Source: an optimization exercise on an open RTL-to-GDS flow (aim: small area and a short achievable clock period). Production flows keep margins and buffers that such runs may drop.
In this exercise RTL edits were held to simulation tests only and were not proved equivalent to the original.

**flow/design.v**
```verilog
`default_nettype none
package aes_math_pkg;
  localparam logic [7:0] poly_reduce = 8'h1b;
  localparam logic [2047:0] sbox = {
    128'h637c777bf26b6fc53001672bfed7ab76,
    128'hca82c97dfa5947f0add4a2af9ca472c0,
    128'hb7fd9326363ff7cc34a5e5f171d83115,
    128'h04c723c31896059a071280e2eb27b275,
    128'h09832c1a1b6e5aa0523bd6b329e32f84,
    128'h53d100ed20fcb15b6acbbe394a4c58cf,
    128'hd0efaafb434d338545f9027f503c9fa8,
    128'h51a3408f929d38f5bcb6da2110fff3d2,
    128'hcd0c13ec5f974417c4a77e3d645d1973,
    128'h60814fdc222a908846eeb814de5e0bdb,
    128'he0323a0a4906245cc2d3ac629195e479,
    128'he7c8376d8dd54ea96c56f4ea657aae08,
    128'hba78252e1ca6b4c6e8dd741f4bbd8b8a,
    128'h703eb5664803f60e613557b986c11d9e,
    128'he1f8981169d98e949b1e87e9ce5528df,
    128'h8ca1890dbfe6426841992d0fb054bb16
  };
  function automatic logic [7:0] sub_byte(input logic [7:0] b);
    sub_byte = sbox[2047 - 8 * b -: 8];
  endfunction
  function automatic logic [7:0] xtime(input logic [7:0] b);
    logic [7:0] shifted;
    shifted = {b[6:0], 1'b0};
    if (b[7]) begin
      shifted = shifted ^ poly_reduce;
    end
    xtime = shifted;
  endfunction
  function automatic logic [7:0] mul3(input logic [7:0] b);
    mul3 = xtime(b) ^ b;
  endfunction
endpackage
`default_nettype wire
`timescale 1ns/1ns
`default_nettype none
module aes_mix_column (
  input  wire [31:0] col_in,
  output wire [31:0] col_out
);
  wire [7:0] a0;
  wire [7:0] a1;
  wire [7:0] a2;
  wire [7:0] a3;
  assign a0 = col_in[31:24];
  assign a1 = col_in[23:16];
  assign a2 = col_in[15:8];
  assign a3 = col_in[7:0];
  assign col_out[31:24] = aes_math_pkg::xtime(a0) ^ aes_math_pkg::mul3(a1) ^ a2 ^ a3;
  assign col_out[23:16] = a0 ^ aes_math_pkg::xtime(a1) ^ aes_math_pkg::mul3(a2) ^ a3;
  assign col_out[15:8]  = a0 ^ a1 ^ aes_math_pkg::xtime(a2) ^ aes_math_pkg::mul3(a3);
  assign col_out[7:0]   = aes_math_pkg::mul3(a0) ^ a1 ^ a2 ^ aes_math_pkg::xtime(a3);
endmodule
`default_nettype wire
`timescale 1ns/1ns
`default_nettype none
module aes_sub_shift_stage (
  input  wire         clk,
  input  wire [127:0] in_state,
  output wire [127:0] shifted
);
  wire [127:0] subbed;
  for (genvar c = 0; c < 4; c++) begin : g_col
    for (genvar r = 0; r < 4; r++) begin : g_row
      aes_sbox u_sbox (
        .clk (clk),
        .a   (in_state[127 - 32*c - 8*r -: 8]),
        .y   (subbed[127 - 32*c - 8*r -: 8])
      );
      assign shifted[127 - 32*c - 8*r -: 8] =
        subbed[127 - 32*((c + r) % 4) - 8*r -: 8];
    end
  end
endmodule
module aes_sbox (
  input  wire       clk,
  input  wire [7:0] a,
  output wire [7:0] y
);
  wire U0 = a[7], U1 = a[6], U2 = a[5], U3 = a[4], U4 = a[3], U5 = a[2], U6 = a[1], U7 = a[0];
  wire T1, T2, T3, T4, T5, T6, T7, T8, T9, T10;
  wire T11, T12, T13, T14, T15, T16, T17, T18, T19, T20;
  wire T21, T22, T23, T24, T25, T26, T27, M1, M2, M3;
  wire M4, M5, M6, M7, M8, M9, M10, M11, M12, M13;
  wire M14, M15, M16, M17, M18, M19, M20, M21, M22, M23;
  wire M24, M25, M26, M27, M28, M29, M30, M31, M32, M33;
  wire M34, M35, M36, M37, M38, M39, M40, M41, M42, M43;
  wire M44, M45, M46, M47, M48, M49, M50, M51, M52, M53;
  wire M54, M55, M56, M57, M58, M59, M60, M61, M62, M63;
  wire L0, L1, L2, L3, L4, L5, L6, L7, L8, L9;
  wire L10, L11, L12, L13, L14, L15, L16, L17, L18, L19;
  wire L20, L21, L22, L23, L24, L25, L26, L27, L28, L29;
  wire S0, S1, S2, S3, S4, S5, S6, S7;
  reg  U7_q1, T1_q1, T2_q1, T3_q1, T4_q1, T6_q1, T8_q1, T9_q1, T10_q1, T13_q1;
  reg  T15_q1, T16_q1, T17_q1, T19_q1, T20_q1, T22_q1, T23_q1, T25_q1, T27_q1, M19_q1;
  reg  M20_q1, M21_q1, M22_q1, M50_q1, M56_q1, L0_q1, L1_q1, L6_q1, L7_q1, L8_q1;
  reg  L9_q1, L10_q1, L11_q1, L14_q1, L15_q1, L17_q1, L19_q1, L22_q1, L23_q1;
  assign T1 = U0 ^ U3;
  assign T2 = U0 ^ U5;
  assign T3 = U0 ^ U6;
  assign T4 = U3 ^ U5;
  assign T5 = U4 ^ U6;
  assign T6 = T1 ^ T5;
  assign T7 = U1 ^ U2;
  assign T8 = U7 ^ T6;
  assign T9 = U7 ^ T7;
  assign T10 = T6 ^ T7;
  assign T11 = U1 ^ U5;
  assign T12 = U2 ^ U5;
  assign T13 = T3 ^ T4;
  assign T14 = T6 ^ T11;
  assign T15 = T5 ^ T11;
  assign T16 = T5 ^ T12;
  assign T17 = T9 ^ T16;
  assign T18 = U3 ^ U7;
  assign T19 = T7 ^ T18;
  assign T20 = T1 ^ T19;
  assign T21 = U6 ^ U7;
  assign T22 = T7 ^ T21;
  assign T23 = T2 ^ T22;
  assign T24 = T2 ^ T10;
  assign T25 = T20 ^ T17;
  assign T26 = T3 ^ T16;
  assign T27 = T1 ^ T12;
  assign M1 = T13 & T6;
  assign M2 = T23 & T8;
  assign M3 = T14 ^ M1;
  assign M4 = T19 & U7;
  assign M5 = M4 ^ M1;
  assign M6 = T3 & T16;
  assign M7 = T22 & T9;
  assign M8 = T26 ^ M6;
  assign M9 = T20 & T17;
  assign M10 = M9 ^ M6;
  assign M11 = T1 & T15;
  assign M12 = T4 & T27;
  assign M13 = M12 ^ M11;
  assign M14 = T2 & T10;
  assign M15 = M14 ^ M11;
  assign M16 = M3 ^ M2;
  assign M17 = M5 ^ T24;
  assign M18 = M8 ^ M7;
  assign M19 = M10 ^ M15;
  assign M20 = M16 ^ M13;
  assign M21 = M17 ^ M15;
  assign M22 = M18 ^ M13;
  assign M23 = M19_q1 ^ T25_q1;
  assign M24 = M22_q1 ^ M23;
  assign M25 = M22_q1 & M20_q1;
  assign M26 = M21_q1 ^ M25;
  assign M27 = M20_q1 ^ M21_q1;
  assign M28 = M23 ^ M25;
  assign M29 = M28 & M27;
  assign M30 = M26 & M24;
  assign M31 = M20_q1 & M23;
  assign M32 = M27 & M31;
  assign M33 = M27 ^ M25;
  assign M34 = M21_q1 & M22_q1;
  assign M35 = M24 & M34;
  assign M36 = M24 ^ M25;
  assign M37 = M21_q1 ^ M29;
  assign M38 = M32 ^ M33;
  assign M39 = M23 ^ M30;
  assign M40 = M35 ^ M36;
  assign M41 = M38 ^ M40;
  assign M42 = M37 ^ M39;
  assign M43 = M37 ^ M38;
  assign M44 = M39 ^ M40;
  assign M45 = M42 ^ M41;
  assign M46 = M44 & T6_q1;
  assign M47 = M40 & T8_q1;
  assign M48 = M39 & U7_q1;
  assign M49 = M43 & T16_q1;
  assign M50 = M38 & T9_q1;
  assign M51 = M37 & T17_q1;
  assign M52 = M42 & T15_q1;
  assign M53 = M45 & T27_q1;
  assign M54 = M41 & T10_q1;
  assign M55 = M44 & T13_q1;
  assign M56 = M40 & T23_q1;
  assign M57 = M39 & T19_q1;
  assign M58 = M43 & T3_q1;
  assign M59 = M38 & T22_q1;
  assign M60 = M37 & T20_q1;
  assign M61 = M42 & T1_q1;
  assign M62 = M45 & T4_q1;
  assign M63 = M41 & T2_q1;
  assign L0 = M61 ^ M62;
  assign L1 = M50 ^ M56;
  assign L2 = M46 ^ M48;
  assign L3 = M47 ^ M55;
  assign L4 = M54 ^ M58;
  assign L5 = M49 ^ M61;
  assign L6 = M62 ^ L5;
  assign L7 = M46 ^ L3;
  assign L8 = M51 ^ M59;
  assign L9 = M52 ^ M53;
  assign L10 = M53 ^ L4;
  assign L11 = M60 ^ L2;
  assign L12 = M48 ^ M51;
  assign L13 = M50_q1 ^ L0_q1;
  assign L14 = M52 ^ M61;
  assign L15 = M55 ^ L1;
  assign L16 = M56_q1 ^ L0_q1;
  assign L17 = M57 ^ L1;
  assign L18 = M58 ^ L8;
  assign L19 = M63 ^ L4;
  assign L20 = L0_q1 ^ L1_q1;
  assign L21 = L1_q1 ^ L7_q1;
  assign L22 = L3 ^ L12;
  assign L23 = L18 ^ L2;
  assign L24 = L15_q1 ^ L9_q1;
  assign L25 = L6_q1 ^ L10_q1;
  assign L26 = L7_q1 ^ L9_q1;
  assign L27 = L8_q1 ^ L10_q1;
  assign L28 = L11_q1 ^ L14_q1;
  assign L29 = L11_q1 ^ L17_q1;
  assign S0 = L6_q1 ^ L24;
  assign S1 = ~(L16 ^ L26);
  assign S2 = ~(L19_q1 ^ L28);
  assign S3 = L6_q1 ^ L21;
  assign S4 = L20 ^ L22_q1;
  assign S5 = L25 ^ L29;
  assign S6 = ~(L13 ^ L27);
  assign S7 = ~(L6_q1 ^ L23_q1);
  always @(posedge clk) begin
    U7_q1 <= U7;
    T1_q1 <= T1;
    T2_q1 <= T2;
    T3_q1 <= T3;
    T4_q1 <= T4;
    T6_q1 <= T6;
    T8_q1 <= T8;
    T9_q1 <= T9;
    T10_q1 <= T10;
    T13_q1 <= T13;
    T15_q1 <= T15;
    T16_q1 <= T16;
    T17_q1 <= T17;
    T19_q1 <= T19;
    T20_q1 <= T20;
    T22_q1 <= T22;
    T23_q1 <= T23;
    T25_q1 <= T25;
    T27_q1 <= T27;
    M19_q1 <= M19;
    M20_q1 <= M20;
    M21_q1 <= M21;
    M22_q1 <= M22;
    M50_q1 <= M50;
    M56_q1 <= M56;
    L0_q1 <= L0;
    L1_q1 <= L1;
    L6_q1 <= L6;
    L7_q1 <= L7;
    L8_q1 <= L8;
    L9_q1 <= L9;
    L10_q1 <= L10;
    L11_q1 <= L11;
    L14_q1 <= L14;
    L15_q1 <= L15;
    L17_q1 <= L17;
    L19_q1 <= L19;
    L22_q1 <= L22;
    L23_q1 <= L23;
  end
  assign y[7] = S0;
  assign y[6] = S1;
  assign y[5] = S2;
  assign y[4] = S3;
  assign y[3] = S4;
  assign y[2] = S5;
  assign y[1] = S6;
  assign y[0] = S7;
endmodule
`default_nettype wire
`timescale 1ns/1ns
`default_nettype none
module aes_mix_key_stage (
  input  wire          clk,
  input  wire [127:0]  shifted,
  input  wire [127:0]  round_key,
  output reg  [127:0]  out_state
);
  wire [127:0] mixed;
  for (genvar c = 0; c < 4; c++) begin : g_col
    aes_mix_column u_mix (
      .col_in  (shifted[127 - 32*c -: 32]),
      .col_out (mixed[127 - 32*c -: 32])
    );
  end
  always @(posedge clk) begin
    out_state <= mixed ^ round_key;
  end
endmodule
`default_nettype wire
`timescale 1ns/1ns
`default_nettype none
module aes_round_top (
  input  wire          clk,
  input  wire          rst,
  input  wire          in_valid,
  input  wire [256:0]  in_data,
  output wire          out_valid,
  output wire [127:0]  out_state
);
  localparam int SBOX_CYCLES = 2;
  reg  [SBOX_CYCLES:0] valid_pipe;
  wire [127:0]         shifted;
  always @(posedge clk) begin
    if (rst) begin
      valid_pipe <= '0;
    end else begin
      valid_pipe <= {valid_pipe[SBOX_CYCLES-1:0], in_valid};
    end
  end
  assign out_valid = valid_pipe[SBOX_CYCLES];
  reg [128*SBOX_CYCLES-1:0] key_pipe;
  wire [127:0]              round_key;
  always @(posedge clk) begin
    key_pipe[127:0] <= in_data[128:1] & {128{~in_data[0]}};
  end
  if (SBOX_CYCLES > 1) begin : g_key
    always @(posedge clk) begin
      key_pipe[128*SBOX_CYCLES-1:128] <= key_pipe[128*SBOX_CYCLES-129:0];
    end
  end
  assign round_key = key_pipe[128*SBOX_CYCLES-1 -: 128];
  aes_sub_shift_stage u_sub_shift (
    .clk      (clk),
    .in_state (in_data[256:129]),
    .shifted  (shifted)
  );
  aes_mix_key_stage u_mix_key (
    .clk       (clk),
    .shifted   (shifted),
    .round_key (round_key),
    .out_state (out_state)
  );
endmodule
`default_nettype wire
```
**flow/flow/run.sh**
```bash
#!/bin/bash
# Own layout flow: the standard layout (standard.sh) with two changes.
#  1. Synthesis maps the logic with flow/abc.script (area-recovering mapping
#     that keeps the XOR structure of the s-boxes) in place of ORFS's ABC
#     speed script. Everything else in synthesis is the standard one
#     (synth_recipe.tcl on a copy of ORFS's scripts folder), so registers keep
#     their standard names and cells.
#  2. Ports are buffered with sky130_fd_sc_hd__buf_1 instead of the default
#     delay-cell buffer.
# Each tool's output goes to a log of its own in this folder (synth.log,
# layout.log) and ORFS's per-step logs under orfs/logs/.
set -euo pipefail
W=$PWD
rm -rf "$W/scripts_abc"
cp -r "$FLOW_HOME/scripts" "$W/scripts_abc"
cp "$W/flow/abc.script" "$W/scripts_abc/abc_speed.script"
bash "$W/standard.sh" synth SCRIPTS_DIR="$W/scripts_abc" > "$W/synth.log" 2>&1
bash "$W/standard.sh" finish "BUFFER_PORTS_ARGS=-buffer_cell sky130_fd_sc_hd__buf_1" > "$W/layout.log" 2>&1
```
**flow/flow/abc.script**
```
strash
dch -f
map -a
topo
buffer -c
upsize -c
dnsize -c
```
**flow/standard.sh**
```bash
#!/bin/bash
# synth_recipe.tcl (not shown) runs the flow's synth.tcl, then flattens the netlist and writes it again
# the make line also repeats each setting of config.mk as NAME=value (left out here)
make -C /OpenROAD-flow-scripts/flow DESIGN_CONFIG=/design/flow/config.mk WORK_HOME=/design/flow/orfs CLKGATE_MAP_FILE= SYNTH_SCRIPT=/design/flow/synth_recipe.tcl "${@:-finish}"
```
**flow/config.mk**
```make
export PLATFORM = sky130hd
export DESIGN_NAME = aes_round_top
export DESIGN_NICKNAME = aes_round_top
export VERILOG_FILES = /design/flow/design.v
export SDC_FILE = /design/flow/constraint.sdc
export NUM_CORES = 4
export LEC_CHECK = 0
export CAP_MARGIN = 20
export CORE_MARGIN = 2
export CORE_UTILIZATION = 50
export CTS_BUF_LIST = sky130_fd_sc_hd__clkbuf_8
export CTS_CLUSTER_DIAMETER = 60
export CTS_CLUSTER_SIZE = 16
export PLACE_DENSITY = 0.65
export SLEW_MARGIN = 20
```
**flow/constraint.sdc**
```tcl
create_clock -name core_clock -period 5.0 [get_ports {clk}]
set_input_delay 1.0000 -clock core_clock [delete_from_list [all_inputs] [get_ports {clk}]]
set_output_delay 1.0000 -clock core_clock [all_outputs]
set_load 0.01 [all_outputs]
```
==> results.txt, run 1 <==
The run finished with no timing, DRC or antenna violations. The combined area of all synthesized cells came out at 43100 um^2. For met1 alone, demand over resource in global routing was 0.2404.

The overall die width is 297.6 um. The worst clock skew on the final layout is 0.03900 ns. The buffer count from post-CTS setup fixing came out at 0.

The number of cells on the worst reg-to-reg path is 7. The path class of the tightest hold or removal check is register to register. The die outline area is 88570 um^2. The number of standard cells after synthesis is 4536. For this design, the CTS-stage hold fixing added 0 buffers. For this design the top-level I/O count stands at 389. The register ranked first by flip-flop count is key_pipe.

The via count of the first global-routing pass is 26919. The endpoint identified for the worst register-to-register timing path is u_mix_key.out_state[28]. Clock-pin slew was measured on the worst setup and hold paths at 0.10 ns. The placed cell area is 45900 um^2.

The count of warnings emitted by yosys is 4. The number of buffers on the longest clock path came out at 3. Across all register-to-register paths, the minimum setup slack is 2.78 ns. The sum of negative setup slack came out at 0 ns. The relative slew slack is 0.3540.

The number of DRC markers in iteration 0 is 996. The cell type contributing the most total cell area after synthesis is dfxtp_1. The weighted congestion reported at the end of routability-driven placement is 0.8666. The worst register-to-register path begins at u_sub_shift.g_col[3].g_row[0].u_sbox.L6_q1.

The library cell used most frequently in the layout, excluding fill and tap cells, is dfxtp_1. The register with the most flip-flops in the layout has 256 of them. The number of clock buffers inserted by TritonCTS is 82. The arrival time of the worst setup path came out at 2.92 ns. The number of antenna-violating nets in the routed design is 0. The final max-slew violation count is 0. The worst setup path is launched from an input port.

Ranked by total cell area, the synthesized netlist is headed by dfxtp_1, xor2_1, xnor2_1, nand2_1, inv_1. The core region is 85280 um^2. Dividing the final minimum period by the clock period gives 0.4622. Detailed placement ended at an HPWL of 69690 um.

The minimum period implied by the final worst setup slack is 2.311 ns. The total number of clock tree sinks is 1011. The final number of hold-violating endpoints is 0.

In this run the tool buffered the top-level ports with 388 buffer cells. The root buffer cell is clkbuf_8. The slew of the pin with the lowest slew margin is 0.9620 ns. The number of nets at the end of the flow came out at 5270.

The wire length per cell after detailed routing is 14.02 um. By startpoint and endpoint, the worst setup path is classified as input port to register. Setup violations remaining at the end of the flow were counted as 0. The most used routing layer is met2. The post-synth net total came out at 4828. The design area is 47460 um^2. The area share of the largest cell type after synthesis came out at 0.4696. A synthesized cell averages 9.502 um^2. The total number of H-tree levels is 3. The via density per instance is 4.402. The total congestion overflow after global routing is 0.

In the final layout, the registers with the most flip-flops are key_pipe x256, u_mix_key.out_state x128. The routing usage on met2 came out at 0.3438. The tool flagged a number of max-cap violations equal to 0. TritonCTS built the clock tree. The flip-flop and latch count after synthesis came out at 1011. The starting density of the core is 0.5054.

The library cells used most frequently in the layout, excluding fill and tap cells, are dfxtp_1, xor2_1, nand2_1, xnor2_1, inv_1. The overall routing resource usage came out at 0.1926. The fraction of layout instances using a drive strength above 1 came out at 0.05603. Tracing the worst setup path back leads to its startpoint at in_data[245]. The number of placement rows is 107.

The largest net degree at the start of global routing is 54. The first TritonRoute pass finished after 5 iterations. The number of antenna violations at the first check in global routing is 5. The global-route wire length before repair came out at 137900 um.

In this run the worst setup path terminates at u_sub_shift.g_col[0].g_row[1].u_sbox.M21_q1. The area growth from synthesis to layout came out at 10.10%.

The total wire length came out at 86360 um. The sequential area share after synthesis is 0.4696. The post-detailed-route DRC marker count is 0. Data on the critical path is required at its endpoint by 5.61 ns. The met3 demand-to-capacity share in global routing is 0.02651. The total number of vias is 27119. The utilization of the core after routing is 0.5565. Setup repair after global routing left no endpoint under its margin. Once the clock tree was built, the resizer swapped 0 gates to a different size. Along the worst path, the maximum fanout reaches 5. The highest attainable clock frequency is 432.7 MHz. STA classifies the critical path endpoint as a register. The clock latency on the worst-skew pair is 0.70 ns. The height of the die is 297.6 um. The count of different cell masters after synthesis came out at 33.
how the worst min path moves through the flow:
stage	slack, ns	endpoint	cells after the start	from
2_1_floorplan	0.31	key_pipe[128]	0	key_pipe[0]
3_3_place_gp	0.31	key_pipe[168]	0	key_pipe[40]
3_5_place_dp	0.31	key_pipe[185]	0	key_pipe[57]
4_1_cts	0.28	key_pipe[131]	0	key_pipe[3]
5_1_grt	0.28	key_pipe[131]	0	key_pipe[3]
6_report	0.29	key_pipe[131]	0	key_pipe[3]
per-stage QoR:
step	setup slack, ns	cells	hold WS (ns)
after floorplan	2.329	4536	0.3096
after global placement	2.085	6038	0.3098
after detailed placement	1.983	6038	0.3121
after CTS	2.610	6159	0.2844
after global routing	2.543	6160	0.2843
final	2.689	6160	0.2904
logic make-up (layout without fill, tap and decap cells):
logic type / count (synthesis) / after routing / synth area share
xor gates and xnor gates: 1664 / 1664 / 0.3440
and+or+nand+nor: 1198 / 1198 / 0.1128
DFF: 1011 / 1011 / 0.4696
buffers and inverters: 482 / 961 / 0.04200
AOI/OAI and AO/OA: 149 / 149 / 0.02232
adders and majority gates: 32 / 32 / 0.009289
other: 0 / 1 / 0
layer usage:
metal  wire length [um]  vias to the layer above
met5                 40                        -
met4               2103                        8
li1                   -                    14354
met2              42460                      390
met1              38960                    12239
met3               2796                      128
synthesized netlist by cell type, drive strengths merged:
cell type  number
a21boi         16
clkbuf         31
xor2          920
nor3           16
o21ai          50
xnor2         744
inv           450
and2            2
nand4           3
nor2          286
a31oi          16
o211ai         16
a21oi          48
nand2         750
a22o            3
ha             32
nand3          35
or2           106
buf             1
dfxtp        1011
layout make-up:
| type | count | area, um^2 |
|---|---|---|
| well taps | 1144 | 1431 |
| flip-flops and latches | 1011 | 20240 |
| fillers | 7800 | 37830 |
| multi-input cells | 3043 | 21050 |
| clock buffers | 89 | 1225 |
| clock inverters | 32 | 327.8 |
| diodes | 1 | 2.502 |
| inverters | 450 | 1689 |
| repair buffers | 390 | 1488 |
worst max-delay path, stage by stage:
cell and delay, ns:
buf_1 0.14, or2_2 0.29, nand2_1 0.13, inv_1 0.11, nand2_1 0.08, nand2_1 0.13
xnor2_1 0.18, ha_1 0.33, xor2_1 0.19, xor2_1 0.19, xor2_1 0.15
==> inputs of run 2 (changes only) <==
==> flow/flow/abc.script (replaced) <==
&get -n
&st
&dch -f
&nf -a -R 1000
&put
buffer -c
upsize -c
dnsize -c
==> results.txt, run 2 <==
The run finished with no timing, DRC or antenna violations. The Yosys step of the flow raised 4 warnings. The number of placement rows is 105.

The post-placement setup slack is 1.931 ns. The wire-length estimate of the detail-placed layout is 65420 um. The number of clock buffers inserted by TritonCTS is 84. Ranked by flip-flop count, first place goes to key_pipe. The startpoint type of the worst setup path is a register.

The class of the most critical hold timing path is register to register. In this design, the stage delay of the slowest critical-path cell is 0.68 ns. After synthesis the cells add up to 41390 um^2.

The post-synthesis mux area share is 0. By area the synthesized netlist is led by dfxtp_1, xnor2_1, xor2_1, nand2_1, nor2b_1. The number of buffers on the longest clock path came out at 3. The library cell used most frequently in the layout, excluding fill and tap cells, is xnor2_1. TritonCTS built the clock tree. The H-tree was split into 3 levels.

After synthesis, the largest family of logic cells by area is XOR/XNOR gates. The placeable core area is 81980 um^2. The length of the first detailed-routing pass in iterations is 5. The area growth from synthesis to layout came out at 10.51%. Entering global routing, the biggest net connects 75 pins. The weighted congestion reported at the end of routability-driven placement came out at 0.8203.

The final number of hold-violating endpoints is 0. The worst register-to-register path has a setup slack of 2.56 ns. The initial utilization of the core area, before any placement, comes to 0.5049. The die outline area is 85100 um^2.

The synthesized design contains 1011 register bits. The mean instance size in the synthesized netlist came out at 10.98 um^2. The worst path meets setup with 2.556 ns of slack. Synthesis produced a netlist whose cell count is 3770. The post-cts resize count came out at 0.

Summing all multi-input logic gate instances after layout gives 20770 um^2. STA classifies the critical path endpoint as a register. The synthesized-area fraction occupied by ao, oa, aoi and oai cells is 0.01935. The worst setup path is of the register to register kind. The simple logic cell fraction of the synthesized area is 0.07203. The slowest stage of the critical path is the xnor2_1 cell. The prevailing post-synth register cell is dfxtp_1. In this run the critical register-to-register path is launched from u_sub_shift.g_col[1].g_row[0].u_sbox.L9_q1. The via count of the first global-routing pass came out at 24233. The total congestion overflow after global routing came out at 0. The number of DRC markers in iteration 0 is 729. The final clock period utilization by the worst path is 0.4887. The via density per instance is 4.442. The number of antenna-violating nets in the routed design came out at 0. The total number of clock tree sinks came out at 1011.

The cell occurring most often along the worst timing path is xnor2_1. At the worst endpoint, the arrival time is 3.06 ns. The number of hold buffers added after CTS is 0. The height of the die came out at 291.7 um.

In the layout the commonest cells are xnor2_1, dfxtp_1, xor2_1, buf_1, nand2_1. The area share of the largest cell type after synthesis is 0.4890. The minimum period implied by the final worst setup slack is 2.444 ns. The critical path required time is 5.61 ns. The count of different cell masters after synthesis is 21. Setup repair after global routing left no endpoint under its margin. The kind of cell with the highest combined delay along the critical path is XOR/XNOR gates. The flip-flop count of the largest register, all copies and words added came out at 256. The wire length per cell after detailed routing is 15.35 um. The sum of negative setup slack is 0 ns.

The area taken by flip-flops and latches came out at 20240 um^2. The number of antenna violations at the first check in global routing is 6. The final layout contains routed wiring with a total length of 81670 um.

The final max-slew violation count is 0. The post-synth net total came out at 4062. The worst hold path stage count came out at 0.

The root buffer cell chosen for the clock tree is clkbuf_8. The count of buffer and inverter cells on the critical path is 0. The placed cell area came out at 44090 um^2. The maximum fanout encountered on the critical timing path is 5. The number of failing setup endpoints in the final timing report is 0. Across every metal layer, demand over resource in global routing totals 0.1905. The fraction of registers with async set/reset is 0. The most frequent cell after synthesis is xnor2_1. The overall die width is 291.7 um. The logic depth of the worst register-to-register path is 6. The worst hold path begins at key_pipe[52].

The buffer count from post-CTS setup fixing came out at 0. The area share of fa/ha/maj cells after synthesis came out at 0.009673. The number of synthesized flops with an enable pin is 0.

The clock latency on the worst-skew pair came out at 0.69 ns. The filler cell count in the final layout is 7423.

The count of buffers from port buffering is 388. The signal on the critical path passes through xor2_1 > xnor2_1 > xnor2_1 > xnor2_1 > xnor2_1 > xnor2_1.

Between clock sinks in the finished design, the worst skew comes to 0.02841 ns. Headroom to the max-slew limit came out at 0.2961. The number of nets at the end of the flow is 4504. Summed over all instances, the cell type with the most area after synthesis is dfxtp_1. Pin placement for this block handled 389 I/O pins. The share of the Yosys chip area taken by registers is 0.4890. Based on the critical path, the design can be clocked at up to 409.2 MHz. For hold timing, the worst endpoint is key_pipe[180]. In this run the worst setup path begins at u_sub_shift.g_col[1].g_row[0].u_sbox.L9_q1. The slew of the pin with the lowest slew margin is 1.048 ns. The total number of vias came out at 23638. The global-route wire length before repair came out at 128500 um. Of the total synthesized cell area, the portion taken by XOR and XNOR cells is 0.4008. In the final layout, the share of cells above drive strength 1 is 0.04282. The endpoint identified for the worst register-to-register timing path is u_mix_key.out_state[65]. The design area came out at 45740 um^2.

The max capacitance violation total came out at 0. Sorting the synthesized cells by how often they occur yields xnor2_1, dfxtp_1, xor2_1. The post-detailed-route DRC marker count came out at 0. The clock transition at the registers of the reported paths is 0.09 ns. The critical path depth in cells came out at 6. In the final layout, the registers with the most flip-flops are key_pipe x256, u_mix_key.out_state x128.
[run 2: cell types whose count changed after synthesis, moves of 74 or more]
cell / change
nor2_1: -213
nor2b_1: +152
or2_2: -74
xnor2_1: +419
nand2_1: -396
xor2_1: -239
inv_1: -362
[run 2: kinds of logic after synthesis]
group	count (synthesis)
flops	1011
buf+inv	100
fa+ha+maj	32
xor+xnor	1856
simple gates	643
compound gates	128
[run 2: how the worst max path moves through the flow]
stage | to | slack (ns)
detailed placement | u_sub_shift.g_col[2].g_row[0].u_sbox.M21_q1 | 1.93
global placement | u_sub_shift.g_col[2].g_row[3].u_sbox.M21_q1 | 2.05
finish | u_mix_key.out_state[65] | 2.56
global route | u_mix_key.out_state[65] | 2.45
floorplan | u_sub_shift.g_col[1].g_row[2].u_sbox.M21_q1 | 2.39
CTS | u_mix_key.out_state[65] | 2.53
[run 2: stage by stage]
stage	util	instances	hold WS, ns
finish	0.5580	5321	0.3185
global route	0.5580	5321	0.3312
CTS	0.5580	5320	0.3132
detailed placement	0.5379	5196	0.3121
global placement	0.5379	5196	0.3101
floorplan	-	3770	0.3096
[run 2: final cells by class]
class,count,area share
Multi-Input combinational cell,2659,0.4541
Sequential cell,1011,0.4425
Timing Repair Buffer,392,0.03285
Tap cell,1070,0.02927
Clock buffer,90,0.02708
Clock inverter,34,0.008917
Inverter,64,0.005252
Antenna cell,1,0.00005470
[run 2: worst register-to-register path: stages (launching register included)]
cell and delay [ns]:
dfxtp_1 0.34, xor2_1 0.17, xnor2_1 0.68, xnor2_1 0.30, xnor2_1 0.21, xnor2_1 0.50, xnor2_1 0.18
[run 2: layer usage]
layer	share of wire	global-route usage	wire, um	vias to the layer above
li1	-	-	-	12380
met1	0.46	0.2459	37910	10766
met2	0.47	0.3279	38790	370
met3	0.037	0.03090	2983	116
met4	0.024	0.05519	1955	6
met5	0.00040	0	33	-
==> inputs of run 3 (changes only) <==
==> flow/flow/abc.script (replaced) <==
strash
dch -f
map -a
topo
buffer -c
upsize -c
dnsize -c
--- a/flow/config.mk
+++ b/flow/config.mk
@@ -7,9 +7,9 @@
 export LEC_CHECK = 0
 export CAP_MARGIN = 20
 export CORE_MARGIN = 2
-export CORE_UTILIZATION = 50
+export CORE_UTILIZATION = 65
 export CTS_BUF_LIST = sky130_fd_sc_hd__clkbuf_8
 export CTS_CLUSTER_DIAMETER = 60
 export CTS_CLUSTER_SIZE = 16
-export PLACE_DENSITY = 0.65
+export PLACE_DENSITY = 0.75
 export SLEW_MARGIN = 20
==> results.txt, run 3 <==
The overall routing resource usage is 0.2439. key_pipe holds more flip-flops than any other register. In the final routed layout, each cell accounts on average for 14.35 um.

The total wire length came out at 83940 um. The root buffer cell is clkbuf_8.

The weighted congestion reported at the end of routability-driven placement is 0.9366. The area of the multi-input gates came out at 21050 um^2. The flip-flop count of the largest register, all copies and words added came out at 256. Measured in cells, the most critical reg-to-reg path has a length of 5.

The flip-flop and latch count after synthesis is 1011. In this run the tool buffered the top-level ports with 388 buffer cells. In this run the worst path has a maximum fanout of 5. Along the worst hold path, the cell count comes to 0. The area taken by flip-flops and latches came out at 20240 um^2.

The area growth from synthesis to layout came out at 8.471%. The worst hold path belongs to the class register to register. The number of standard cells after synthesis came out at 4536. At the worst endpoint, the required time is 5.61 ns. The count of warnings emitted by yosys came out at 4. The number of antenna violations at the first check in global routing is 5. The net count of the finished layout is 5261. The buffer count from post-CTS setup fixing came out at 0. The number of placement rows came out at 94.

Yosys mapped a number of flops with a built-in enable equal to 0. The floorplan step defined a die boundary enclosing 68390 um^2. The max capacitance violation total is 0. The via count of the first global-routing pass is 26926.

The overall die width is 261.5 um. The number of top-level pins came out at 389. The post-synth net total is 4828. In this run the most critical hold path is launched from key_pipe[107]. The worst hold path terminates at key_pipe[235]. The post-DP HPWL came out at 66930 um. The highest attainable clock frequency came out at 429.5 MHz. After clock tree synthesis, the repair step resized 0 gates. The count of nets left with antenna violations once routing finished came out at 0. The number of DRC markers in iteration 0 came out at 1145.

The length of the first detailed-routing pass in iterations came out at 5. The relative slew slack is 0.3341. Counting I/O delays and the setup requirement, the final critical path takes 2.328 ns. dfxtp_1 takes more of the synthesized area than any other cell.

The clock reaches the later pin of the worst-skew pair after 0.69 ns. The run finished with no timing, DRC or antenna violations. met2 is the most crowded layer. The number of failing setup endpoints in the final timing report came out at 0. The mapped netlist covers 43100 um^2.

The detailed router placed 27496 vias in this run. The register-to-register setup slack is 2.86 ns. The worst clock skew on the final layout is 0.02436 ns.

The routing usage on met2 came out at 0.4295. The met3 demand-to-capacity share in global routing came out at 0.03465. The count of different cell masters after synthesis came out at 33. The commonest cells after synthesis are dfxtp_1, xor2_1, nand2_1. The slew of the pin with the lowest slew margin is 0.9917 ns. The total number of H-tree levels came out at 3. The number of hold buffers added after CTS is 0. The layout has 5265 filler cells.

The fraction of layout instances using a drive strength above 1 came out at 0.05040. STA classifies the critical path endpoint as a register. The top cell types in the final layout, fill and taps aside, are dfxtp_1, xor2_1, nand2_1, xnor2_1, inv_1. The critical path is of the input port to register type. The final clock period utilization by the worst path is 0.4657. STA classifies the critical path startpoint as an input port. The total area inside the core boundary comes to 65750 um^2. The sequential area share after synthesis came out at 0.4696.

The sum of negative setup slack came out at 0 ns. The largest net degree at the start of global routing is 129. The mean instance size in the synthesized netlist came out at 9.502 um^2.

The final max-slew violation count came out at 0. The worst reg2reg path startpoint is u_sub_shift.g_col[0].g_row[3].u_sbox.L11_q1. After synthesis, the share of flip-flops with an asynchronous set or reset is 0. Ranked by total cell area, the synthesized netlist is headed by dfxtp_1, xor2_1, xnor2_1, nand2_1, inv_1. The met1 global-route usage came out at 0.3102.

The final number of hold-violating endpoints is 0. The number of clock buffers added by TritonCTS is 74. The first global-routing pass estimated 133000 um of wire.

The largest registers in the layout are key_pipe x256, u_mix_key.out_state x128. The clock transition at the registers of the reported paths came out at 0.10 ns. The most frequent standard cell in the layout excluding fill and tap cells is dfxtp_1. The total number of clock tree sinks came out at 1011. The number of buffers on the longest clock path came out at 3. TritonCTS built the clock tree. STA puts the critical path data arrival time at 2.94 ns.

The most frequent cell after synthesis is dfxtp_1. The via density per instance came out at 4.702. The area share of the largest cell type after synthesis is 0.4696. The most used flip-flop cell after synthesis is dfxtp_1. Setup repair after global routing left no endpoint under its margin.

The worst register-to-register path ends at u_mix_key.out_state[78]. Summed over all layers, the global routing overflow is 0. The floorplan step set the die height to 261.5 um. For this configuration, the core starts out at a cell density of 0.6556. The post-detailed-route DRC marker count is 0.
[run 3: changes by cell type in the layout (fill, tap and decap cells not counted), moves of 35 or more]
| cell | previous run | this run |
|---|---|---|
| xor2_1 | 657 | 896 |
| nand2_1 | 352 | 748 |
| nor2_1 | 72 | 285 |
| nand3_1 | 0 | 35 |
| xnor2_1 | 1156 | 737 |
| inv_1 | 68 | 427 |
| nor2b_1 | 152 | 0 |
| a21oi_1 | 80 | 35 |
| and2_1 | 48 | 2 |
| or2_2 | 0 | 74 |
[run 3: worst max-delay path, stage by stage]
cell     delay (ns)
buf_1          0.13
or2_2          0.31
nand2_1        0.16
inv_1          0.06
nand2_1        0.05
nand2_1        0.14
xnor2_1        0.23
ha_1           0.28
xor2_1         0.21
xor2_1         0.22
xor2_1         0.16
[run 3: worst max path at each step]
stage                             from                                          end  slack, ns  cells past startpoint
5_1_grt                   in_data[184]  u_sub_shift.g_col[2].g_row[1].u_sbox.M21_q1       2.51                     11
3_5_place_dp              in_data[256]  u_sub_shift.g_col[0].g_row[0].u_sbox.M21_q1       1.98                     11
2_1_floorplan             in_data[248]  u_sub_shift.g_col[0].g_row[1].u_sbox.M21_q1       2.33                     10
6_report                  in_data[162]  u_sub_shift.g_col[2].g_row[3].u_sbox.M21_q1       2.67                     11
4_1_cts        u_mix_key.out_state[81]                                out_state[81]       2.65                      1
3_3_place_gp              in_data[146]  u_sub_shift.g_col[3].g_row[1].u_sbox.M21_q1       2.06                     11
[run 3: through the flow]
step | hold slack [ns] | utilization | worst slack, ns | cell area, um^2 | std cells
3_5_place_dp | 0.3121 | 0.6927 | 1.983 | 45540 | 5757
2_1_floorplan | 0.3096 | - | 2.329 | 43100 | 4536
5_1_grt | 0.3324 | 0.7111 | 2.514 | 46750 | 5848
6_report | 0.3242 | 0.7111 | 2.672 | 46750 | 5848
4_1_cts | 0.3206 | 0.7110 | 2.652 | 46740 | 5844
3_3_place_gp | 0.3101 | 0.6927 | 2.064 | 45540 | 5757
[run 3: cell families (layout without fill, tap and decap cells)]
logic type	after synthesis	in the layout	share of synthesized area
AND/OR/NAND/NOR	1198	1198	0.1128
adder cells (fa/ha/maj)	32	32	0.009289
flip-flops	1011	1011	0.4696
AO/OA/AOI/OAI	149	149	0.02232
other	0	4	0
XOR/XNOR	1664	1664	0.3440
buffers and inverters	482	926	0.04200
[run 3: layout make-up]
type,count,area share
diodes,4,0.0002141
clock buffers,78,0.02296
clock inverters,9,0.002730
inverters,450,0.03613
multi-input cells,3043,0.4503
flip-flops and latches,1011,0.4329
well taps,864,0.02312
repair buffers,389,0.03166
[run 3: per-layer routing]
| layer | vias up | share of wire | wire, um |
|---|---|---|---|
| li1 | 14321 | - | - |
| met1 | 12537 | 0.45 | 37380 |
| met2 | 494 | 0.49 | 41080 |
| met3 | 142 | 0.039 | 3274 |
| met4 | 2 | 0.026 | 2192 |
| met5 | - | 0.00012 | 10 |
==> inputs of run 4 (changes only) <==
==> flow/config.mk (replaced) <==
export PLATFORM = sky130hd
export DESIGN_NAME = aes_round_top
export DESIGN_NICKNAME = aes_round_top
export VERILOG_FILES = /design/flow/design.v
export SDC_FILE = /design/flow/constraint.sdc
export NUM_CORES = 4
export LEC_CHECK = 0
export CAP_MARGIN = 20
export CORE_MARGIN = 2
export CORE_UTILIZATION = 50
export CTS_BUF_LIST = sky130_fd_sc_hd__clkbuf_16
export CTS_CLUSTER_DIAMETER = 70
export CTS_CLUSTER_SIZE = 24
export PLACE_DENSITY = 0.65
export SLEW_MARGIN = 20
==> results.txt, run 4 <==
The flow ran to the end and the layout has no timing, DRC or antenna violations. The relative slew slack is 0.2983.

The flip-flop count of the largest register, all copies and words added came out at 256. The area taken by flip-flops and latches is 20240 um^2. The final clock period utilization by the worst path is 0.4753. The post-detailed-route DRC marker count is 0. The die outline area came out at 88570 um^2. The highest attainable clock frequency is 420.8 MHz. The starting density of the core is 0.5054.

The netlist uses 33 different library cells. The area share of fa/ha/maj cells after synthesis came out at 0.009289. By area, the combinational part of the netlist is dominated by XOR/XNOR gates.

The number of hold buffers added after CTS is 0. Global routing finished with a remaining overflow of 0. Counting instances in the post-synthesis netlist gives the leading cell types as dfxtp_1, xor2_1, nand2_1.

The critical path required time came out at 5.56 ns. The number of placement rows came out at 107.

The clock transition at the registers of the reported paths came out at 0.09 ns. The post-cts resize count came out at 0. Summed over all failing endpoints, the final setup total negative slack is 0 ns. Entering global routing, the biggest net connects 54 pins. The routed layout has 26951 vias. Of the total synthesized cell area, the portion taken by AND, OR, NAND and NOR gates is 0.1128. The register with the most flip-flops in the final layout is key_pipe. The top cell types in the final layout, fill and taps aside, are dfxtp_1, xor2_1, nand2_1, xnor2_1, inv_1. The count of buffers from port buffering is 388.

The total number of H-tree levels is 2. The count of warnings emitted by yosys is 4. The length of the first detailed-routing pass in iterations came out at 5. The number of failing setup endpoints in the final timing report is 0. The global-route wire length before repair came out at 137400 um. The endpoint class of the critical path is a register.

The clock latency on the worst-skew pair came out at 0.63 ns. The final number of hold-violating endpoints was 0. Once placement finished, the instance area stood at 45900 um^2.

The post-DP HPWL came out at 69690 um. The cell sitting at the root of the clock tree is a clkbuf_16. The post-synthesis mux area share is 0.

The weighted congestion reported at the end of routability-driven placement came out at 0.8666. The number of synthesized flops with an enable pin came out at 0. The area of the multi-input gates is 21050 um^2.

The total number of clock tree sinks came out at 1011. The library cell used most frequently in the layout, excluding fill and tap cells, is dfxtp_1. By instance count, the leading cell after synthesis is dfxtp_1. Synthesis produced a netlist whose cell count is 4536. Counting the fill cells in the layout gives 7710. TritonCTS built the clock tree.

Compared with the post-synthesis result, the final layout area differs by 10.63%. The number of antenna-violating nets in the routed design is 0. The total area inside the core boundary comes to 85280 um^2. The design area is 47680 um^2.

No sink is reached through more buffers than the 3 on the longest clock path. The arrival time of the worst setup path is 2.93 ns. The flip-flop and latch count after synthesis is 1011.

The overall routing resource usage is 0.1909. The startpoint type of the worst setup path is an input port. The mean instance size in the synthesized netlist is 9.502 um^2.

The overall die width came out at 297.6 um. Setup repair after global routing left no endpoint under its margin. The number of antenna violations at the first check in global routing came out at 4.

The sequential area share after synthesis came out at 0.4696. The synthesized netlist occupies a cell area of 43100 um^2. The fraction of registers with async set/reset came out at 0. Across the run, the number of max-cap violations was 0. 389 I/O pins were placed.

In the routed layout, each cell is associated on average with a via count of 4.400. The synthesized-area fraction occupied by ao, oa, aoi and oai cells came out at 0.02232.

The net count of the finished layout is 5243. By area the synthesized netlist is led by dfxtp_1, xor2_1, xnor2_1, nand2_1, inv_1. The height of the die came out at 297.6 um.

The via count of the first global-routing pass came out at 26707. Of the total synthesized cell area, the portion taken by XOR and XNOR cells is 0.3440. In the final layout, the share of cells above drive strength 1 is 0.04960. The final max-slew violation count is 0. The synthesized design spends more area on one cell type than any other, namely dfxtp_1. Wires add up to 85850 um. The maximum fanout encountered on the critical timing path is 5. The worst hold path belongs to the class register to register. The prevailing post-synth register cell is dfxtp_1. On the final layout, the worst clock skew is 0.01876 ns.

The buffer count from post-CTS setup fixing is 0. In the final routed layout, each cell accounts on average for 14.02 um. The share of synthesized area in the top cell type comes to 0.4696. After layout, the minimum clock period comes to 2.376 ns. The number of clock buffers inserted by TritonCTS came out at 55.

The number of DRC markers in iteration 0 came out at 1037. In the final layout, the registers with the most flip-flops are key_pipe x256, u_mix_key.out_state x128. The type of the worst setup path is input port to register.

Synthesis produced a netlist with a net count of 4828. For the pin with the worst max-slew slack, the measured transition is 1.045 ns.
## run 4: routing by layer
metal	part of all wire	wire length, um	global-route usage	vias to the layer above
met5	0.00054	46	0	-
met4	0.020	1716	0.04233	8
met3	0.031	2689	0.02607	105
met2	0.49	42470	0.3452	337
met1	0.45	38930	0.2401	12179
li1	-	-	-	14322
## run 4: stage by stage
stage / hold WS, ns / setup slack (ns) / cells / util
after floorplan: 0.3096 / 2.329 / 4536 / -
after global placement: 0.3098 / 2.085 / 6038 / 0.5382
after detailed placement: 0.3121 / 1.983 / 6038 / 0.5382
after CTS: 0.3282 / 2.674 / 6124 / 0.5591
after global routing: 0.3300 / 2.472 / 6124 / 0.5591
final: 0.3228 / 2.624 / 6125 / 0.5591
## run 4: path summary, 6_finish.rpt
check	start	endpoint	slack [ns]	depth (start not counted)
setup reg to reg	u_sub_shift.g_col[3].g_row[0].u_sbox.L6_q1	u_mix_key.out_state[28]	2.81	7
hold reg to reg	key_pipe[60]	key_pipe[188]	0.32	0
hold / removal	key_pipe[60]	key_pipe[188]	0.32	0
setup / recovery	in_data[224]	u_sub_shift.g_col[1].g_row[0].u_sbox.M21_q1	2.62	11
## run 4: final cells by class
cell class                 count  share of cell area
multi-input combinational   3043              0.4415
tap                         1144             0.03002
antenna                        1          0.00005248
clock buffer                  57             0.02991
sequential                  1011              0.4245
inverter                     450             0.03542
timing repair buffer         390             0.03120
clock inverter                29            0.007426
## run 4: worst max-delay path, stage by stage
cell and delay [ns]:
buf_1 0.12, or2_2 0.31, nand2_1 0.11, inv_1 0.10, nand2_1 0.07, nand2_1 0.15
xnor2_1 0.19, ha_1 0.23, xor2_1 0.27, xor2_1 0.21, xor2_1 0.18
## run 4: logic make-up (layout without fill, tap and decap cells)
logic type,after synthesis,count (layout)
XOR/XNOR,1664,1664
AND/OR/NAND/NOR,1198,1198
flip-flops,1011,1011
buffers and inverters,482,926
AO/OA/AOI/OAI,149,149
adder cells (fa/ha/maj),32,32
other,0,1
==> inputs of run 5 (changes only) <==
--- a/flow/config.mk
+++ b/flow/config.mk
@@ -8,8 +8,6 @@
 export CAP_MARGIN = 20
 export CORE_MARGIN = 2
 export CORE_UTILIZATION = 50
-export CTS_BUF_LIST = sky130_fd_sc_hd__clkbuf_16
-export CTS_CLUSTER_DIAMETER = 70
-export CTS_CLUSTER_SIZE = 24
+export CTS_BUF_LIST = sky130_fd_sc_hd__clkbuf_8
 export PLACE_DENSITY = 0.65
 export SLEW_MARGIN = 20
==> results.txt, run 5 <==
The highest attainable clock frequency came out at 417.1 MHz. The clock net in this run drives a total of 1011 sinks. The relative slew slack is 0.3467. The number of hold buffers added after CTS came out at 0. Among cell families on the critical path, the largest total delay comes from flip-flops. The worst setup path is captured at an output pin. The post-DP HPWL came out at 69690 um. The flip-flop count of the largest register, all copies and words added is 256. The worst register-to-register path begins at u_sub_shift.g_col[3].g_row[0].u_sbox.L6_q1. The fraction of registers with async set/reset is 0. TritonCTS built the clock tree. The flow ran to the end and the layout has no timing, DRC or antenna violations. The die outline area is 88570 um^2. The final number of hold-violating endpoints is 0. The startpoint type of the worst setup path is a register. The number of placement rows came out at 107. The count of different cell masters after synthesis is 33. The number of buffers on the longest clock path is 3. The arrival time of the worst setup path came out at 1.40 ns. The maximum fanout encountered on the critical timing path came out at 1.

The register-to-register setup slack came out at 2.83 ns. The total number of H-tree levels came out at 4. The largest registers in the layout are key_pipe x256, u_mix_key.out_state x128. The overall die width is 297.6 um. Counting the fill cells in the layout gives 7575.

Entering global routing, the biggest net connects 54 pins. The number of DRC markers in iteration 0 is 973. The clock transition at the registers of the reported paths came out at 0.06 ns. The overall routing resource usage is 0.1977.

Before CTS, the worst setup slack after placement is 1.983 ns. Setup slack on the critical path of the routed design comes to 2.602 ns. Wires add up to 88020 um. From synthesis to final layout, the design area changed by 14.51%.

Among all flip-flop cells after synthesis, the most frequent one is dfxtp_1. The end of the worst register-to-register path is u_mix_key.out_state[28].

The count of buffers from port buffering is 388. The global-route wire length before repair is 140600 um. After synthesis, the most frequently instantiated cells are dfxtp_1, xor2_1, nand2_1. After routing, the total negative slack on setup checks comes to 0 ns. The weighted congestion reported at the end of routability-driven placement came out at 0.8666. The number of failing setup endpoints in the final timing report is 0.

In the post-synthesis netlist, the cell with the most instances is dfxtp_1. The number of gates resized after CTS was 0. The clock latency on the worst-skew pair is 0.80 ns. The via count of the first global-routing pass is 27852. The class of the most critical hold timing path is register to register. The register ranked first by flip-flop count is key_pipe. The sequential area share after synthesis is 0.4696. In this run the vertical extent of the chip is 297.6 um. The cell type contributing the most total cell area after synthesis is dfxtp_1. The logic depth of the worst register-to-register path came out at 7.

The final max-slew violation count is 0. The slew of the pin with the lowest slew margin is 0.9729 ns. After synthesis the netlist holds a flip-flop and latch count of 1011. The signal on the critical path passes through buf_1.

The capturing element of the worst setup path is out_state[97]. A synthesized cell averages 9.502 um^2. The area share of the largest cell type after synthesis came out at 0.4696. The worst clock skew on the final layout came out at 0.03663 ns. In this run the worst setup path begins at u_mix_key.out_state[97]. The total number of vias came out at 27664. Buffers inserted during clock tree synthesis total 160. The count of warnings emitted by yosys is 4.

The first TritonRoute pass finished after 5 iterations. The number of synthesized flops with an enable pin came out at 0. The most frequent standard cell in the layout excluding fill and tap cells is dfxtp_1. Subtracting the final worst setup slack from the clock period gives 2.398 ns. The number of top-level pins came out at 389. The critical path required time is 4.00 ns. In this run the clock root is driven by a clkbuf_8.

The post-synth net total came out at 4828. On the critical path, the stage with the largest delay is an instance of dfxtp_1. The core region is 85280 um^2.

After global routing the overflow that remains totals 0. The starting density of the core came out at 0.5054. The max capacitance violation total is 0. In the layout the commonest cells are dfxtp_1, xor2_1, nand2_1, xnor2_1, inv_1.

The buffer count from post-CTS setup fixing is 0. After detailed routing, the number of vias per cell comes to 4.373. The utilization of the core after routing is 0.5788. The critical path depth in cells is 1. By area the synthesized netlist is led by dfxtp_1, xor2_1, xnor2_1, nand2_1, inv_1. The type of the worst setup path is register to output pin.

In the final layout, the share of cells above drive strength 1 is 0.08031. The number of antenna-violating nets in the routed design came out at 0. Setup repair after global routing left no endpoint under its margin. The longest individual stage delay on the worst path is 0.44 ns. The smallest hold slack came out at 0.2994 ns.

The cell count after synthesis came out at 4536. In the finished design, the share of the clock period the worst path needs comes to 0.4795. The count of buffer and inverter cells on the critical path came out at 1. The number of antenna violations at the first check in global routing came to 5. The number of nets at the end of the flow came out at 5348. The post-detailed-route DRC marker count is 0. The wire length per cell after detailed routing is 13.91 um. The mapped netlist covers 43100 um^2.
[run 5: worst min-delay path by stage]
stage | start | end | slack [ns] | cells after the start
6_report | key_pipe[115] | key_pipe[243] | 0.30 | 0
5_1_grt | in_data[10] | key_pipe[9] | 0.31 | 3
4_1_cts | in_data[9] | key_pipe[8] | 0.28 | 3
3_5_place_dp | key_pipe[57] | key_pipe[185] | 0.31 | 0
3_3_place_gp | key_pipe[40] | key_pipe[168] | 0.31 | 0
2_1_floorplan | key_pipe[0] | key_pipe[128] | 0.31 | 0
[run 5: cells by family (layout without fill, tap and decap cells)]
| family | Yosys count | count (layout) | synth area share |
|---|---|---|---|
| other | 0 | 2 | 0 |
| AO/OA/AOI/OAI | 149 | 149 | 0.02232 |
| flip-flops | 1011 | 1011 | 0.4696 |
| buffers and inverters | 482 | 1126 | 0.04200 |
| XOR/XNOR | 1664 | 1664 | 0.3440 |
| AND/OR/NAND/NOR | 1198 | 1198 | 0.1128 |
| adder cells (fa/ha/maj) | 32 | 32 | 0.009289 |
[run 5: routing by layer]
metal	up-vias	track usage	share of wire
li1	14611	-	-
met1	12396	0.2388	0.44
met2	487	0.3477	0.49
met3	164	0.04024	0.041
met4	6	0.06950	0.025
met5	-	0	0.00042
[run 5: area by class of cell]
| cell class | instances | area (um^2) | share of cell area |
|---|---|---|---|
| inverter | 450 | 1689 | 0.03422 |
| tap | 1144 | 1431 | 0.02900 |
| antenna | 2 | 5.005 | 0.0001014 |
| sequential | 1011 | 20240 | 0.4100 |
| multi-input combinational | 3043 | 21050 | 0.4265 |
| clock buffer | 207 | 2849 | 0.05772 |
| clock inverter | 79 | 604.3 | 0.01224 |
| timing repair buffer | 390 | 1488 | 0.03014 |
[run 5: stage by stage]
stage                     area (um^2)  instances
after floorplan                 43100       4536
after detailed placement        45900       6038
after global routing            49360       6325
after CTS                       49350       6324
after global placement          45900       6038
final                           49360       6326
==> inputs of run 6 (changes only) <==
--- a/flow/design.v
+++ b/flow/design.v
@@ -39,20 +39,16 @@
 `default_nettype none
 module aes_mix_column (
   input  wire [31:0] col_in,
+  input  wire [31:0] key_in,
   output wire [31:0] col_out
 );
-  wire [7:0] a0;
-  wire [7:0] a1;
-  wire [7:0] a2;
-  wire [7:0] a3;
-  assign a0 = col_in[31:24];
-  assign a1 = col_in[23:16];
-  assign a2 = col_in[15:8];
-  assign a3 = col_in[7:0];
-  assign col_out[31:24] = aes_math_pkg::xtime(a0) ^ aes_math_pkg::mul3(a1) ^ a2 ^ a3;
-  assign col_out[23:16] = a0 ^ aes_math_pkg::xtime(a1) ^ aes_math_pkg::mul3(a2) ^ a3;
-  assign col_out[15:8]  = a0 ^ a1 ^ aes_math_pkg::xtime(a2) ^ aes_math_pkg::mul3(a3);
-  assign col_out[7:0]   = aes_math_pkg::mul3(a0) ^ a1 ^ a2 ^ aes_math_pkg::xtime(a3);
+  wire [31:0] t;
+  for (genvar i = 0; i < 4; i++) begin : g_row
+    assign t[31 - 8*i -: 8] = col_in[31 - 8*i -: 8] ^ col_in[31 - 8*((i + 1) % 4) -: 8];
+    assign col_out[31 - 8*i -: 8] =
+      aes_math_pkg::xtime(t[31 - 8*i -: 8]) ^
+      ((col_in[31 - 8*((i + 1) % 4) -: 8] ^ key_in[31 - 8*i -: 8]) ^ t[31 - 8*((i + 2) % 4) -: 8]);
+  end
 endmodule
 `default_nettype wire
 `timescale 1ns/1ns
@@ -285,15 +281,16 @@
   input  wire [127:0]  round_key,
   output reg  [127:0]  out_state
 );
-  wire [127:0] mixed;
+  wire [127:0] keyed;
   for (genvar c = 0; c < 4; c++) begin : g_col
     aes_mix_column u_mix (
       .col_in  (shifted[127 - 32*c -: 32]),
-      .col_out (mixed[127 - 32*c -: 32])
+      .key_in  (round_key[127 - 32*c -: 32]),
+      .col_out (keyed[127 - 32*c -: 32])
     );
   end
   always @(posedge clk) begin
-    out_state <= mixed ^ round_key;
+    out_state <= keyed;
   end
 endmodule
 `default_nettype wire
==> flow/flow/abc.script (replaced) <==
&get -n
&st
&dch -f
&nf -a -R 1000
&put
buffer -c
upsize -c
dnsize -c
--- a/flow/config.mk
+++ b/flow/config.mk
@@ -9,5 +9,7 @@
 export CORE_MARGIN = 2
 export CORE_UTILIZATION = 50
 export CTS_BUF_LIST = sky130_fd_sc_hd__clkbuf_8
+export CTS_CLUSTER_DIAMETER = 60
+export CTS_CLUSTER_SIZE = 16
 export PLACE_DENSITY = 0.65
 export SLEW_MARGIN = 20
==> results.txt, run 6 <==
The logic depth of the worst register-to-register path is 5. The tree is rooted in a clkbuf_8. The multi-input combinational cells in the finished layout cover a total of 20150 um^2.

The register with the most flip-flops in the layout has 256 of them. The via density per instance came out at 4.464. The weighted congestion reported at the end of routability-driven placement came out at 0.8540. The post-DP HPWL came out at 65870 um. The flow ran to the end and the layout has no timing, DRC or antenna violations. In the post-synthesis netlist, the cell with the most instances is xnor2_1. The register-to-register setup slack came out at 2.49 ns. Headroom to the max-slew limit came out at 0.2700. The maximum fanout encountered on the critical timing path came out at 6. Setup repair after global routing left no endpoint under its margin. The sequential area share after synthesis is 0.4967.

The floorplan step defined a core boundary enclosing 80550 um^2. The number of placed instances, taps included, is 5133. The overall routing resource usage came out at 0.1944. The number of top-level pins came out at 389.

The fraction of layout instances using a drive strength above 1 is 0.03939. The worst reg2reg path startpoint is u_sub_shift.g_col[3].g_row[3].u_sbox.L6_q1. The worst setup path is captured at a register. The count of buffers from port buffering is 388. In this run the worst setup path begins at u_sub_shift.g_col[3].g_row[3].u_sbox.L6_q1. The total congestion overflow after global routing came out at 0. Counting instances in the post-synthesis netlist gives the leading cell types as xnor2_1, dfxtp_1, xor2_1.

The topmost layer with routed signal wires is met5. The filler cell count in the final layout came out at 7188. The sum of negative setup slack came out at 0 ns. The max capacitance violation total is 0. The post-cts resize count is 0.

In the layout the commonest cells are xnor2_1, dfxtp_1, xor2_1, buf_1, nand2_1. After clock tree synthesis, the clock-pin slew on the worst setup and hold paths is 0.10 ns. The minimum period implied by the final worst setup slack came out at 2.513 ns. The total wire length is 82410 um. In this run the worst setup path terminates at u_mix_key.out_state[107].

The type of the worst setup path is register to register. In the final routed layout, each cell accounts on average for 15.69 um. The met2 routed wirelength is 38000 um. The count of different cell masters after synthesis is 19. The number of nets at the end of the flow is 4450.

The flip-flop and latch count after synthesis is 1011. In the final layout, the registers with the most flip-flops are key_pipe x256, u_mix_key.out_state x128. The endpoint identified for the worst register-to-register timing path is u_mix_key.out_state[107]. The die outline area came out at 83790 um^2. Counting both buffers and inverters, the worst setup path holds a total of 0. After the flow finishes, the layout carries non-filler instances totaling 5254.

The post-synth net total came out at 4005. The total routed wire length on the met1 layer came out at 38850 um. The total number of H-tree levels is 3. The longest individual stage delay on the worst path came out at 0.91 ns. Setup violations remaining at the end of the flow were counted as 0. STA classifies the critical path startpoint as a register. The clock reaches the later pin of the worst-skew pair after 0.71 ns. The area growth from synthesis to layout is 10.57%.

After detailed routing, the number of remaining DRC violations is 0. The via count of the first global-routing pass is 23921. The class of the most critical hold timing path is register to register. After clock tree synthesis, the setup repair step added 0 buffers. Sorting the synthesized cells by area gives the leading types as dfxtp_1, xnor2_1, xor2_1, nand2_1, nor2b_1. The clock tree from TritonCTS is yes. A synthesized cell averages 10.97 um^2. The critical path goes through xor2_1 > xnor2_1 > xor2_1 > xnor2_1 > xnor2_1. The critical path depth in cells is 5.

The combined area of all synthesized cells came out at 40750 um^2. The number of placement rows is 104. Leaving out fill and tap cells, the most frequent cell in the layout is xnor2_1. After the first detailed-routing iteration, the DRC count stood at 888. The critical-path cell with the highest stage delay is xor2_1. The number of standard cells after synthesis came out at 3713. The total number of vias came out at 23455.

The arrival time of the worst setup path is 3.11 ns. The worst clock skew on the final layout is 0.03589 ns. The number of antenna violations at the first check in global routing is 6.

The total number of clock tree sinks came out at 1011. The number of antenna-violating nets in the routed design is 0.

The first TritonRoute pass finished after 4 iterations. The area taken by flip-flops and latches came out at 20240 um^2. The highest attainable clock frequency is 398.0 MHz. The register with the most flip-flops in the final layout is key_pipe.

No sink is reached through more buffers than the 3 on the longest clock path. In the synthesized netlist the dominant register cell turns out to be dfxtp_1. The final clock period utilization by the worst path is 0.5025. The critical path required time came out at 5.59 ns. The count of warnings emitted by yosys came out at 4. The number of clock buffers inserted by TritonCTS came out at 83. The cell family with the largest share of critical-path delay is XOR/XNOR gates. The final number of hold-violating endpoints was 0.

The height of the die came out at 289.5 um. The number of hold buffers added after CTS is 0. The overall die width is 289.5 um. Counting instances, the worst hold path has a depth of 0. The starting density of the core came out at 0.5059. The number of synthesized flops with an enable pin came out at 0.

The cell type contributing the most total cell area after synthesis is dfxtp_1. The first global-routing pass estimated 127200 um of wire. The area share of the largest cell type after synthesis came out at 0.4967.

The final max-slew violation count came to 0. The largest net degree at the start of global routing came out at 66. The wire length on met3 is 3408 um. By instance count, the cell type seen most on the critical path is xnor2_1.

The slew of the pin with the lowest slew margin is 1.091 ns. The fraction of registers with async set/reset came out at 0.
## run 6: cell count changes after synthesis, sizes merged, moves of 46 or more
cell | previous run | this run
nor2 | 286 | 72
xnor2 | 744 | 1112
or2 | 106 | 0
and2 | 2 | 48
nand2 | 750 | 352
xor2 | 920 | 690
inv | 450 | 64
nor2b | 0 | 152
## run 6: stage by stage
step	setup WS, ns	util	hold slack [ns]	area (um^2)
detailed placement	2.009	0.5394	0.3121	43450
floorplan	2.386	-	0.3096	40750
CTS	2.473	0.5592	0.3053	45040
global placement	2.083	0.5394	0.3109	43450
finish	2.487	0.5593	0.3023	45050
global route	2.352	0.5592	0.3032	45040
## run 6: kinds of logic after synthesis
family / after synthesis / synth area share
compound gates: 128 / 0.01965
xor+xnor: 1805 / 0.3920
fa+ha+maj: 32 / 0.009826
buf+inv: 94 / 0.008660
flops: 1011 / 0.4967
simple gates: 643 / 0.07318
## run 6: how the worst min path moves through the flow
| stage | startpoint | endpoint | slack, ns |
|---|---|---|---|
| CTS | key_pipe[119] | key_pipe[247] | 0.31 |
| global placement | key_pipe[58] | key_pipe[186] | 0.31 |
| global route | key_pipe[119] | key_pipe[247] | 0.30 |
| detailed placement | key_pipe[11] | key_pipe[139] | 0.31 |
| floorplan | key_pipe[0] | key_pipe[128] | 0.31 |
| finish | key_pipe[118] | key_pipe[246] | 0.30 |
## run 6: layout make-up
class                   instances  area share
repair buffers                390     0.03302
well taps                    1060     0.02944
flip-flops and latches       1011      0.4493
clock buffers                  90     0.02750
multi-input cells            2608      0.4473
diodes                          5   0.0002777
inverters                      64    0.005332
clock inverters                26    0.007832
## run 6: layer usage
metal | global-route usage | up-vias
met5 | 0 | -
met4 | 0.05747 | 6
met3 | 0.03543 | 123
met2 | 0.3214 | 391
met1 | 0.2590 | 10726
li1 | - | 12209

what the ideal ports hide:
The flow's constraints put no driver on any port. The routed layouts listed below were extracted and timed again, unchanged, in two steps.
Step 1 (the two cells are an assumption about what drives the block):
set clk [get_ports {clk}]
set_driving_cell -lib_cell sky130_fd_sc_hd__clkbuf_16 $clk
set_driving_cell -lib_cell sky130_fd_sc_hd__buf_2 [delete_from_list [all_inputs] $clk]
Step 2 moves the port delays by t, midway between the first and last clock arrival at a register: inputs arrive t later, outputs are due t later. That takes back most of the time a late clock gives input paths.
Slacks: no drivers / after step 1 / after step 2; pairs: no drivers / after step 1.
run	shift t [ns]	slack for setup (ns)	pins driven straight from the clock port
run 1	0.744	2.689 / 2.635 / 1.946	1
run 2	0.734	2.556 / 2.556 / 1.884	1
run 3	0.740	2.672 / 2.670 / 1.959	1
run 4	0.681	2.624 / 2.634 / 1.953	1
run 5	0.841	2.602 / 2.541 / 1.930	1
run 6	0.754	2.487 / 2.487 / 1.931	1
After both steps setup and hold are still met in every run listed. The setup slack of run 1, which loses most, moves by -0.054 ns with the drivers and by -0.743 ns with both steps.
